This design comes from an exercise in tuning for small area, a short achievable clock period and few clock cycles per item on the open sky130 flow, not from production work. Function was checked by simulation only, so behaviour that the tests miss may differ from the original. Power is estimated from default activity; no workload was simulated.

P:
// page_replacement_fifo_lru
module page_replacement_fifo_lru #(
  localparam int PAGE_W     = 5,
  localparam int FRAME_W    = 5,
  localparam int TOTAL_W    = 16,
  localparam int CFG_IDX_W  = 1,
  localparam int CFG_DATA_W = 6
) (
  input  wire                   clk,
  input  wire                   rst,
  input  wire                   req_valid,
  output logic                  req_ready,
  input  wire  [PAGE_W-1:0]     req_page_number,
  output logic                  rsp_valid,
  input  wire                   rsp_ready,
  output logic                  rsp_fault,
  output logic [FRAME_W-1:0]    rsp_frame,
  output logic                  rsp_evicted_valid,
  output logic [PAGE_W-1:0]     rsp_evicted_page,
  output logic [TOTAL_W-1:0]    rsp_fault_total,
  input  wire                   cfg_valid,
  output logic                  cfg_ready,
  input  wire  [CFG_IDX_W-1:0]  cfg_index,
  input  wire  [CFG_DATA_W-1:0] cfg_data
);
Size: roughly 4600 cells after synthesis, ~680 flip-flops, about 48 I/O pins.
clock: 8.0 ns
lec_check: 0
cap_margin: 20
core_margin: 2
core_utilization: 30
cts_buf_list: sky130_fd_sc_hd__clkbuf_8
cts_cluster_diameter: 60
cts_cluster_size: 14
setup_slack_margin: 5
slew_margin: 20
run.sh (not shown) runs the stock make flow with config.mk's settings and CLKGATE_MAP_FILE= SYNTH_SCRIPT=/design/flow/synth_recipe.tcl, a recipe that flattens the netlist after the stock synthesis.
P completed every stage of the flow, and the final layout passed the timing, DRC and antenna checks.
Testbench counts of P, summed over its fixed seeds: cycles 14,939, refs 14,400.
Here is what was changed in the inputs of Q compared with P.
--- a/flow/design.v
+++ b/flow/design.v
@@ -27,12 +27,13 @@
   localparam int CNT_W = 6;
   localparam int RSP_W = 1 + FRAME_W + 1 + PAGE_W;
   logic             policy;           
   logic [CNT_W-1:0] frames_in_use;
   logic [CNT_W-1:0]   taken;          
   logic [N-1:0]       valid;          
+  logic [TOTAL_W-1:0] fault_count;
   logic [N-1:0][PAGE_W-1:0]  lq;
   logic [N-1:0][PAGE_W-1:0]  lr_p;
   logic [N-1:0][FRAME_W-1:0] lr_f;
   logic [N-1:0]       f_vec, v_vec;
   logic              in_v,  sk_v;
   logic [PAGE_W-1:0] in_p,  sk_p;
@@ -175,24 +176,22 @@
       hit_c <= hit_b;
       t_vec <= t_b;
     end
   end
   logic [TOTAL_W-1:0] total_next;
   logic [RSP_W-1:0]   rsp_new;
-  logic [TOTAL_W-1:0] o1_total;
-  assign total_next = (!hit_c && o0_total != '1) ? o0_total + TOTAL_W'(1) : o0_total;
-  assign o1_total   = (o1[RSP_W-1] && o0_total != '1) ? o0_total + TOTAL_W'(1) : o0_total;
+  assign total_next = (!hit_c && fault_count != '1) ? fault_count + TOTAL_W'(1) : fault_count;
   assign rsp_new    = {!hit_c, new_frame, evict, evict ? victim : PAGE_W'(0)};
   always_ff @(posedge clk) begin
     if (rst) begin
       policy        <= 1'b0;
       frames_in_use <= CNT_W'(4);
       taken         <= '0;
       full          <= 1'b0;
       valid         <= '0;
-      o0_total      <= '0;
+      fault_count   <= '0;
       in_v          <= 1'b0;
       sk_v          <= 1'b0;
       c_v           <= 1'b0;
       ov0           <= 1'b0;
       ov1           <= 1'b0;
     end else begin
@@ -207,26 +206,22 @@
         sk_v <= 1'b1;
       end
       if (adv_b)   c_v <= 1'b1;
       else if (go) c_v <= 1'b0;
       full <= full_next;
       if (go) begin
+        fault_count <= total_next;
         if (taken_inc) begin
           taken <= taken + CNT_W'(1);
           valid <= {valid[N-2:0], 1'b1};
         end
       end
       if (ov0 && rsp_ready) begin
         ov0 <= ov1 || go;
         ov1 <= ov1 && go;
-        if (ov1)     o0_total <= o1_total;
-        else if (go) o0_total <= total_next;
-      end else if (!ov0 && go) begin
-        o0_total <= total_next;
-      end
-      if (!(ov0 && rsp_ready)) begin
+      end else begin
         if (!ov0)    ov0 <= go;
         else if (go) ov1 <= 1'b1;
       end
     end
   end
   always_ff @(posedge clk) begin
@@ -234,16 +229,18 @@
       in_p <= sk_v ? sk_p : req_page_number;
     end
     if (!sk_v) begin
       sk_p <= req_page_number;
     end
     if (ov0 && rsp_ready) begin
-      o0 <= ov1 ? o1 : rsp_new;
+      o0       <= ov1 ? o1 : rsp_new;
+      o0_total <= ov1 ? fault_count : total_next;
       if (ov1) o1 <= rsp_new;
     end else if (!ov0) begin
-      o0 <= rsp_new;
+      o0       <= rsp_new;
+      o0_total <= total_next;
     end else if (!ov1) begin
       o1 <= rsp_new;
     end
   end
 endmodule
 `default_nettype wire
[summary]
- The flow did not stop early for Q: all stages ran, and the layout cleared the timing, DRC and antenna checks.
- P -> Q: maximum buffer depth of the clock tree delta 0, exact match
- Q has wire length reported by the detailed router below what P had.
- Delta (Q minus P): final-layout worst hold slack now larger; final instance area now larger; x dimension of the die now larger; final cell utilization of the core now smaller; number of CTS-inserted buffers now smaller.
- | share of cells above drive strength 1 | P vs Q | ≈ equal |
- Total power of Q is lower than that of P.
Testbench counts of Q, summed over its fixed seeds: cycles 14,939, refs 14,400.

re-timing with driven ports:
Ports are ideal in the flow. The routed layouts listed here were re-timed in OpenROAD. Step 1 (the two cells are an assumption about what drives the block):
set clk [get_ports {clk}]
set_driving_cell -lib_cell sky130_fd_sc_hd__clkbuf_16 $clk
set_driving_cell -lib_cell sky130_fd_sc_hd__buf_2 [delete_from_list [all_inputs] $clk]
Step 2, shift: input delay + t, output delay - t, t = (earliest + latest rising clock arrival at the registers) / 2. This alone moves slack from input paths to output paths. Slacks: ideal / step 1 / step 2; pairs: ideal / step 1.
| run | t (ns) | setup WS [ns] | clock arrival spread, ns | slew at the worst register clock pin (ns) |
|---|---|---|---|---|
| P | 0.842 | 4.910 / 4.910 / 4.330 | 0.094 / 0.094 | 0.10 / 0.10 |
| Q | 0.807 | 4.884 / 4.884 / 4.440 | 0.075 / 0.075 | 0.10 / 0.10 |
After both steps every run listed still meets setup and hold. For P, which loses most, drivers alone change the setup slack by 0.000 ns; drivers and shift together by -0.580 ns.
